This design comes from an exercise in tuning for small area and a short achievable clock period on the open sky130 flow, not from production work.
In this exercise RTL edits were held to simulation tests only and were not proved equivalent to the original.
Power figures rest on the tool's default switching activity, not on a simulated workload.

===== design/flow/config.mk =====
export PLATFORM = sky130hd
export DESIGN_NAME = tc_timer_bank
export DESIGN_NICKNAME = tc_timer_bank
export VERILOG_FILES = /design/flow/design.v
export SDC_FILE = /design/flow/constraint.sdc
export NUM_CORES = 4
export LEC_CHECK = 0
export CAP_MARGIN = 20
export CORE_MARGIN = 2
export CORE_UTILIZATION = 40
export SLEW_MARGIN = 20

===== design/flow/constraint.sdc =====
create_clock -name core_clock -period 5.0 [get_ports {clk}]
set_input_delay 1.0000 -clock core_clock [delete_from_list [all_inputs] [get_ports {clk}]]
set_output_delay 1.0000 -clock core_clock [all_outputs]
set_load 0.01 [all_outputs]

===== design/flow/design.v =====
module tc_timer_bank #(
   parameter int               WIDTH      = 64,
   parameter int               CHANNELS   = 4,
   parameter int               PRESCALE_W = 8,
   parameter logic [WIDTH-1:0] START_TIME = '0,
   parameter int               CH_W       = (CHANNELS > 1) ? $clog2(CHANNELS) : 1
) (
   input  logic                  clk,
   input  logic                  rst,
   input  logic                  en,
   input  logic [PRESCALE_W-1:0] prescale,
   input  logic                  time_wr,
   output logic [WIDTH-1:0]      time_out,
   input  logic                  wr_en,
   input  logic [CH_W-1:0]       wr_ch,
   input  logic [1:0]            wr_addr,
   input  logic [WIDTH-1:0]      wr_data,
   input  logic [CH_W-1:0]       rd_ch,
   input  logic [1:0]            rd_addr,
   output logic [WIDTH-1:0]      rd_data,
   output logic [CHANNELS-1:0]   expire,
   output logic [CHANNELS-1:0]   irq
);
   localparam logic [1:0] A_CTRL   = 2'd0;
   localparam logic [1:0] A_RELOAD = 2'd1;
   localparam logic [1:0] A_COUNT  = 2'd2;
   localparam logic [1:0] A_STATUS = 2'd3;
   logic [PRESCALE_W-1:0] pre_q, pre_d;
   logic [WIDTH-1:0]      tbase_q, tbase_d;
   logic                  tick;
   logic [CHANNELS-1:0]   run_q, run_d;
   logic [CHANNELS-1:0]   per_q, per_d;
   logic [CHANNELS-1:0]   irq_q, irq_d;
   logic [CHANNELS-1:0]   exp_q, exp_d;
   logic [CHANNELS-1:0]   rval_q, rval_d;    
   logic [CHANNELS-1:0]   cval_q, cval_d;    
   logic [WIDTH-1:0]      reload_q [CHANNELS];
   logic [WIDTH-1:0]      reload_d [CHANNELS];
   logic [WIDTH-1:0]      count_q  [CHANNELS];
   logic [WIDTH-1:0]      count_d  [CHANNELS];
   logic [WIDTH-1:0]      rd_q, rd_d;
   always_ff @(posedge clk or posedge rst) begin
      if (rst) begin
         pre_q   <= '0;
         tbase_q <= START_TIME;
         run_q   <= '0;
         per_q   <= '0;
         irq_q   <= '0;
         exp_q   <= '0;
         rval_q  <= '0;
         cval_q  <= '0;
         rd_q    <= '0;
      end else begin
         pre_q   <= pre_d;
         tbase_q <= tbase_d;
         run_q   <= run_d;
         per_q   <= per_d;
         irq_q   <= irq_d;
         exp_q   <= exp_d;
         rval_q  <= rval_d;
         cval_q  <= cval_d;
         rd_q    <= rd_d;
      end
   end
   always_ff @(posedge clk) begin
      for (int c = 0; c < CHANNELS; c++) begin
         reload_q[c] <= reload_d[c];
         count_q[c]  <= count_d[c];
      end
   end
   always_comb begin
      tick    = en && (pre_q >= prescale);
      pre_d   = pre_q;
      if (en) pre_d = tick ? '0 : pre_q + PRESCALE_W'(1);
      tbase_d = tick ? tbase_q + WIDTH'(1) : tbase_q;
      if (time_wr) tbase_d = wr_data;
   end
   always_comb begin
      for (int c = 0; c < CHANNELS; c++) begin
         logic sel, w_ctrl, w_rl, w_cnt, w_st, step, le1, ex, ld_rl;
         sel    = wr_en && (wr_ch == CH_W'(c));
         w_ctrl = sel && (wr_addr == A_CTRL);
         w_rl   = sel && (wr_addr == A_RELOAD);
         w_cnt  = sel && (wr_addr == A_COUNT);
         w_st   = sel && (wr_addr == A_STATUS);
         step   = tick && run_q[c] && !(sel && wr_addr != A_STATUS);
         le1    = !(|count_q[c][WIDTH-1:1]);
         ex     = step && le1;
         ld_rl  = (w_ctrl && !run_q[c] && wr_data[0]) || (ex && per_q[c]);
         exp_d[c]  = ex;
         irq_d[c]  = ex || (irq_q[c] && !(w_st && wr_data[0]));
         run_d[c]  = w_ctrl ? wr_data[0] : (run_q[c] && !(ex && !per_q[c]));
         per_d[c]  = w_ctrl ? wr_data[1] : per_q[c];
         rval_d[c] = rval_q[c] || w_rl;
         cval_d[c] = cval_q[c] || w_cnt || ld_rl;
         reload_d[c] = w_rl ? wr_data : reload_q[c];
         if (w_cnt)
            count_d[c] = wr_data;
         else if (ld_rl)
            count_d[c] = rval_q[c] ? reload_q[c] : '0;
         else if (ex)
            count_d[c] = '0;
         else if (step)
            count_d[c] = count_q[c] - WIDTH'(1);
         else
            count_d[c] = count_q[c];
      end
   end
   always_comb begin
      rd_d = '0;
      for (int c = 0; c < CHANNELS; c++) begin
         if (rd_ch == CH_W'(c)) begin
            case (rd_addr)
               A_CTRL:   rd_d = WIDTH'({per_q[c], run_q[c]});
               A_RELOAD: rd_d = rval_q[c] ? reload_q[c] : '0;
               A_COUNT:  rd_d = cval_q[c] ? count_q[c] : '0;
               default:  rd_d = WIDTH'(irq_q[c]);
            endcase
         end
      end
   end
   assign time_out = tbase_q;
   assign rd_data  = rd_q;
   assign expire   = exp_q;
   assign irq      = irq_q;
endmodule

===== design/flow/run.sh =====
#!/bin/bash
# synth_recipe.tcl (not shown) runs the flow's synth.tcl, then flattens the netlist and writes it again
# the make line also repeats each setting of config.mk as NAME=value (left out here)
make -C /OpenROAD-flow-scripts/flow DESIGN_CONFIG=/design/flow/config.mk WORK_HOME=/design/flow/orfs CLKGATE_MAP_FILE= SYNTH_SCRIPT=/design/flow/synth_recipe.tcl finish

==> flow_summary.ini, run 1 <==
[outcome]
status = complete, no violations

[die]
core_area_um2 = 88600
die_h_um = 304
design.portCount = 221
dieArea_um2 = 92100
rows = 109
die_w_um = 304
starting_density = 0.405

[yosys]
synth_cells = 3319
post_synth_xor_area_fraction = 0.0730
syn_area_um2 = 35900
dominantRegCellSynth = sky130_fd_sc_hd__edfxtp_1
main_combinational_cell_family_by_area_after_synthesis = compound AO/OA/AOI/OAI gates
yosysMostFrequentCell = sky130_fd_sc_hd__edfxtp_1
synthTopCellsByCount = sky130_fd_sc_hd__edfxtp_1 (512), sky130_fd_sc_hd__a32oi_1 (413), sky130_fd_sc_hd__o21ai_0 (308)
synth_compound_area_frac = 0.198
synth_adder_area_share = 0.00488
yosys_warnings = 5
post_synth_mux_area_share = 0.00656
ys_async_sr_fraction = 0.238
avgSynthCellArea_um2 = 10.8
synthTopCellsByArea = sky130_fd_sc_hd__edfxtp_1 (43%), sky130_fd_sc_hd__dfrtp_1 (11%), sky130_fd_sc_hd__a32oi_1 (10%)
mappedNetlistNets = 3418
post_synth_num_cell_types = 70
synth.ff_latch_count = 672
synth_largest_area_cell = sky130_fd_sc_hd__edfxtp_1
post-synth-top-area-fraction = 0.428
yosys.area_share.simple = 0.144
synth.yosys.seq_area_share = 0.540
synth_enable_flop_cells = 512

[pwr]
power.static_leakage_uw = 0.0130
pwr_density_cell_nw_per_um2 = 344
sequential_cell_fraction_of_total_power = 0.461
ir_drop_mv = 0.238
pwr-share-comb = 0.126
power.internal_uw = 10600
total_power_uw = 14500
pwr-share-clk = 0.413
total_switching_power_uw = 3940
power.switching_fraction = 0.272

[global_route]
grt_pass1_vias = 28300
grt_overflow = 0
grt_first_pass_wirelength_um = 196000
antenna_found_initial = 7
grt_use_total = 0.286
grt_start_max_net_pins = 102

[cts]
tritoncts = yes
clock_latency_ns = 0.65
clock-sinks = 672
post_cts_resize_count = 0
holdBufCountCts = 0
clk_root_buffer_cell = sky130_fd_sc_hd__clkbuf_16
cts-root-to-sink-buffers = 3
path_clk_slew_ns = 0.06
ctsHtreeMaxLevel = 3
cts_made_buffers = 78
post_cts.repair.setup_buffers = 0

[route]
detail_route.iter0.violations = 4449
vias = 30500
detail_route.wirelength_um = 135000
drt_pre_antenna_iters = 6
antenna_violating_nets_post_route = 0
routed_via_density = 6.52
drc_errors = 0
drt-wirelength-per-cell_um = 28.8

[timing]
final_hold_viol_count = 0
timing.final.crit_period_ns = 4.01
finalSetupViolCount = 0
timing_max_transition_violations_final = 0
max_slew.worst_pin.slew_ns = 1.07
fin_setup_tns_ns = 0
max_freq_ghz = 0.250
timing.max_slew.rel_slack = 0.289
finalHoldWorstSlack_ns = 0.491
timing.final.crit_share = 0.801
setup_repair_after_global_routing_missed_its_margin = false
fin_worst_skew_ns = 0.0272

[layout]
final.fill_count = 8179
finish.net_count = 3550
layout.cell_area.non_filler_um2 = 42200
post_route_cells_drive_above_1_share = 0.0843
synthToLayoutAreaGrowth_pct = 17.7

[worst_setup_path]
critPathMaxFanout = 19
crit_end_element = flop
arrival_time_of_data_at_the_critical_path_endpoint_ns = 4.38
path_class = reg2reg
cp_data_required_time_ns = 5.37
crit_path_start_kind = flop

[placed_design]
place.detailed.hpwl_um = 94100
gpl.final_weighted_congestion = 0.987
port_buffers = 220
dpl-instance-area_um2 = 39600

[worst_hold_path]
worst_hold_path_type = reg2reg

[job]
max_cap_violations = 0
-- layer usage --
| metal | global-route usage | part of all wire | vias to the layer above |
|---|---|---|---|
| met3 | 0.0868 | 0.13 | 154 |
| li1 | - | - | 13400 |
| met4 | 0.0649 | 0.019 | 4 |
| met2 | 0.402 | 0.42 | 1916 |
| met5 | 0 | 0.00020 | - |
| met1 | 0.430 | 0.43 | 15100 |
-- critical path, stage by stage (launching register included) --
cell	delay (ns)
sky130_fd_sc_hd__edfxtp_1	0.46
sky130_fd_sc_hd__or4_1	0.64
sky130_fd_sc_hd__or4_1	0.69
sky130_fd_sc_hd__nor4_1	0.49
sky130_fd_sc_hd__o2111ai_1	0.37
sky130_fd_sc_hd__and3_1	0.65
sky130_fd_sc_hd__a32oi_1	0.35
sky130_fd_sc_hd__nand2_1	0.09
-- per-stage QoR --
stage	util	instances	setup slack, ns
after floorplan	-	3319	0.196
after global placement	0.446	4536	0.523
after detailed placement	0.447	4536	0.478
after CTS	0.477	4678	1.06
after global routing	0.477	4679	0.667
final	0.477	4680	0.994
-- area by class of cell --
cell class                 instances  area, µm²  area share
sequential                       672      19400       0.459
multi-input combinational       2339      15400       0.365
timing repair buffer             324       3160      0.0748
clock buffer                     116       2330      0.0552
tap                             1165       1460      0.0345
clock inverter                    26        325     0.00770
inverter                          36        139     0.00329
antenna                            2       5.00    0.000118
-- sequential cells by signal (all words and copies together), names as in the netlist --
register  cells
count_q     256
exp_q         4
rd_q         64
rval_q        4
irq_q         4
cval_q        4
per_q         4
run_q         4
pre_q         8
reload_q    256
tbase_q      64
-- logic make-up after synthesis --
group	Yosys count
adders and majority gates	14
xor gates and xnor gates	299
AOI/OAI and AO/OA	979
buffers and inverters	308
DFF	672
muxes	17
and+or+nand+nor	1030
-- final timing paths --
path | start | endpoint | slack, ns | depth (start not counted)
worst max-delay path | count_q[2][50] | count_q[2][27] | 0.99 | 7
worst min-delay path | cval_q[2] | cval_q[2] | 0.49 | 1
worst max register to register | count_q[2][50] | count_q[2][27] | 0.99 | 7
worst min register to register | cval_q[2] | cval_q[2] | 0.49 | 1
max in group asynchronous | rst | rval_q[3] | 3.20 | 3
min in group asynchronous | rst | tbase_q[14] | 0.75 | 2
-- power groups by stage --
stage | Clock, µW | Combinational (µW) | Sequential [µW]
4_1_cts | 6080 | 1790 | 6670
6_report | 6000 | 1830 | 6690
3_3_place_gp | 0 | 1770 | 6780
2_1_floorplan | 0 | 940 | 6660
5_1_grt | 6300 | 1940 | 6730
3_5_place_dp | 0 | 1780 | 6780
-- placed cells by master, fill, tap and decap left out, types with 33 or more instances in the layout --
master and instances:
sky130_fd_sc_hd__nor3_1 104, sky130_fd_sc_hd__clkdlybuf4s50_1 217, sky130_fd_sc_hd__o21ai_0 307, sky130_fd_sc_hd__buf_4 90, sky130_fd_sc_hd__a32oi_1 413, sky130_fd_sc_hd__dfrtp_1 156
sky130_fd_sc_hd__a21oi_1 56, sky130_fd_sc_hd__edfxtp_1 512, sky130_fd_sc_hd__a32o_1 35, sky130_fd_sc_hd__nand3_1 99, sky130_fd_sc_hd__nor4_1 74, sky130_fd_sc_hd__nor2_1 176
sky130_fd_sc_hd__or4_1 46, sky130_fd_sc_hd__or3_1 51, sky130_fd_sc_hd__nand2_1 294, sky130_fd_sc_hd__clkbuf_16 84, sky130_fd_sc_hd__inv_1 35, sky130_fd_sc_hd__o221ai_1 33
sky130_fd_sc_hd__xor2_1 127, sky130_fd_sc_hd__xnor2_1 172
==> run 2, diff against run 1 <==
--- a/design/flow/config.mk
+++ b/design/flow/config.mk
@@ -7,5 +7,6 @@
 export LEC_CHECK = 0
 export CAP_MARGIN = 20
 export CORE_MARGIN = 2
-export CORE_UTILIZATION = 40
+export CORE_UTILIZATION = 55
+export SETUP_SLACK_MARGIN = 2.6
 export SLEW_MARGIN = 20
==> run 2 against run 1 <==
Clock power is 5.2% lower. Register-to-register slack better by 0.75 ns. Worst setup slack better by 0.75 ns. Critical path depth is 3 higher. Clock-buffer cell count is 1 lower. Largest cell class unchanged. Still clean. Highest routed layer unchanged. Critical path type unchanged.
==> flow_summary.ini, run 2 <==
[layout]
seqCellArea_um2 = 19400
multiInputGateArea_um2 = 18200
synthToLayoutAreaGrowth_pct = 36.4
post_route_cells_drive_above_1_share = 0.269
layout.cell_area.non_filler_um2 = 49000
final_cell_mix = sky130_fd_sc_hd__edfxtp_1 (512), sky130_fd_sc_hd__a32oi_1 (355), sky130_fd_sc_hd__nand2_1 (278)
largestRegisters = count_q (256), reload_q (256)
final.fill_count = 4110
layout.cells.most_common = sky130_fd_sc_hd__edfxtp_1
finalNonFillerCells = 4710
finish.net_count = 3893

[global_route]
gr-usage-met3 = 0.160
use_met1 = 0.606
grt_pass1_vias = 32700
grt_overflow = 0
grt_busiest_layer = met2
grt_first_pass_wirelength_um = 221000
grt_start_max_net_pins = 111
antenna_found_initial = 6
globalRouteMet2Util = 0.641
grt_use_total = 0.447

[worst_setup_path]
cp_data_required_time_ns = 5.36
crit_path_start_kind = flop
arrival_time_of_data_at_the_critical_path_endpoint_ns = 3.62
path_class = reg2reg
reg2reg_slack_ns = 1.74
crit_end_element = flop
critPathMaxFanout = 8
reg2reg_from = count_q[1][36]
rr_worst_depth = 10
r2r-end = count_q[1][1]

[pwr]
ir_drop_mv = 0.249
pwr_density_cell_nw_per_um2 = 305
power.static_leakage_uw = 0.0167
total_power_uw = 14900

[die]
die_h_um = 259
rows = 93
design.portCount = 221
die_w_um = 259
dieArea_um2 = 67300
starting_density = 0.557
core_area_um2 = 64500

[yosys]
syn_area_um2 = 35900
synth_cells = 3319
ys_async_sr_fraction = 0.238
avgSynthCellArea_um2 = 10.8
synthTopCellsByArea = sky130_fd_sc_hd__edfxtp_1 (43%), sky130_fd_sc_hd__dfrtp_1 (11%), sky130_fd_sc_hd__a32oi_1 (10%)
synth_enable_flop_cells = 512
yosysMostFrequentCell = sky130_fd_sc_hd__edfxtp_1
synth.ff_latch_count = 672
synthTopCellsByCount = sky130_fd_sc_hd__edfxtp_1 (512), sky130_fd_sc_hd__a32oi_1 (413), sky130_fd_sc_hd__o21ai_0 (308)
yosys_warnings = 5
post-synth-top-area-fraction = 0.428
post_synth_num_cell_types = 70
mappedNetlistNets = 3418
synth_largest_area_cell = sky130_fd_sc_hd__edfxtp_1
dominantRegCellSynth = sky130_fd_sc_hd__edfxtp_1
synth.yosys.seq_area_share = 0.540

[timing]
finalSetupViolCount = 0
timing.final.crit_period_ns = 3.26
final_hold_viol_count = 0
finalHoldWorstSlack_ns = 0.511
max_slew.worst_pin.slew_ns = 1.08
fin_worst_skew_ns = 0.0228
fin_setup_tns_ns = 0
max_freq_ghz = 0.307
timing.final.crit_share = 0.652
timing.max_slew.rel_slack = 0.281
setup_repair_after_global_routing_missed_its_margin = true
timing_max_transition_violations_final = 0

[cts]
cts-root-to-sink-buffers = 3
clock_latency_ns = 0.63
cts_made_buffers = 75
ctsHtreeMaxLevel = 3
tritoncts = yes
path_clk_slew_ns = 0.06
clock-sinks = 672
clk_root_buffer_cell = sky130_fd_sc_hd__clkbuf_16

[route]
detail_route.wirelength_um = 157000
drc_errors = 0
antenna_violating_nets_post_route = 0
detail_route.iter0.violations = 6271
drt-wirelength-per-cell_um = 33.4
routed_via_density = 7.46
drt_pre_antenna_iters = 7
vias = 35100

[outcome]
status = complete, no violations

[placed_design]
dpl-instance-area_um2 = 39300
placedCellCount = 4218
place.detailed.hpwl_um = 91400
port_buffers = 220
gpl.final_weighted_congestion = 1.02

[worst_hold_path]
worst_hold_path_type = reg2reg
whs_endpoint = cval_q[2]
worst_hold_startpoint = cval_q[2]
min_delay_path_depth = 1

[job]
max_cap_violations = 0
[run 2: final cells by class]
| type | instances | area share |
|---|---|---|
| Sequential cell | 672 | 0.397 |
| Multi-Input combinational cell | 2360 | 0.372 |
| Timing Repair Buffer | 649 | 0.156 |
| Clock buffer | 115 | 0.0475 |
| Tap cell | 855 | 0.0219 |
| Inverter | 36 | 0.00327 |
| Clock inverter | 20 | 0.00307 |
| Antenna cell | 3 | 0.000153 |
[run 2: kinds of logic after synthesis]
| kind of cell | after synthesis | share of synthesized area |
|---|---|---|
| AND/OR/NAND/NOR | 1030 | 0.144 |
| adder cells (fa/ha/maj) | 14 | 0.00488 |
| XOR/XNOR | 299 | 0.0730 |
| multiplexers | 17 | 0.00656 |
| AO/OA/AOI/OAI | 979 | 0.198 |
| buffers and inverters | 308 | 0.0331 |
| flip-flops | 672 | 0.540 |
[run 2: metrics by stage]
| step | setup slack, ns | utilization |
|---|---|---|
| after floorplan | 1.64 | - |
| after global placement | 0.812 | 0.610 |
| after detailed placement | 0.762 | 0.610 |
| after CTS | 1.83 | 0.733 |
| after global routing | 1.71 | 0.759 |
| final | 1.74 | 0.759 |
[run 2: per-layer routing]
layer  share of wire  vias to the layer above
met5         0.00037                        -
met4           0.060                        6
met3            0.16                      626
met2            0.42                     3296
met1            0.35                    17000
li1                -                    14100
[run 2: repair_timing]
action	4_1_cts	5_1_grt
cloned	76	4
pin swaps	289	155
setup endpoints to repair	1022	698
setup buffers	224	50
endpoints found under the hold margin	0	0
resized for setup	846	258
hold buffers	0	0
[run 2: where the power goes]
group	total [µW]	switching, µW	internal, µW
Combinational	2560	1530	1020
Clock	5690	2380	3310
Sequential	6690	367	6320
[run 2: critical path, cell delays in order (launching register included)]
cell,delay [ns]
sky130_fd_sc_hd__edfxtp_1,0.46
sky130_fd_sc_hd__or3_1,0.45
sky130_fd_sc_hd__or4_4,0.50
sky130_fd_sc_hd__nor4_4,0.28
sky130_fd_sc_hd__buf_4,0.22
sky130_fd_sc_hd__and2_4,0.20
sky130_fd_sc_hd__nand3_4,0.10
sky130_fd_sc_hd__clkinvlp_4,0.18
sky130_fd_sc_hd__buf_6,0.15
sky130_fd_sc_hd__or3_4,0.33
sky130_fd_sc_hd__o21ai_1,0.12
[run 2: worst max path at each step]
stage / from / to / depth (start not counted)
finish: count_q[1][36] / count_q[1][1] / 10
CTS: count_q[0][43] / count_q[0][8] / 7
detailed placement: prescale[0] / count_q[0][38] / 11
global route: count_q[0][43] / count_q[0][8] / 7
floorplan: prescale[6] / count_q[0][0] / 8
global placement: prescale[0] / count_q[0][62] / 11

==> port drivers added, routing unchanged <==
In the flow no input, the clock included, has a driving cell. The finished layouts below were timed again as built, in two steps. Step 1 sets driving cells, clkbuf_16 on the clock port and buf_2 on the other inputs (assumed; they add their load-dependent delay and slew). Step 2, shift: input delay + t, output delay - t, t = (earliest + latest rising clock arrival at the registers) / 2. This alone moves slack from input paths to output paths. Slacks: ideal ports / drivers / drivers and shift; pairs: ideal ports / drivers.
| run | t (ns) | setup slack, ns | worst setup path at the end | worst data-port slew with drivers (ns) | cell pins on the clock port's net |
|---|---|---|---|---|---|
| run 1 | 0.700 | 0.994 / 0.994 / 0.481 | input to register | 0.09 | 1 |
| run 2 | 0.693 | 1.742 / 1.742 / 1.104 | input to register | 0.09 | 1 |
After both steps every run listed still meets setup and hold. The setup slack of run 2, which loses most, moves by 0.000 ns with the drivers and by -0.638 ns with both steps.
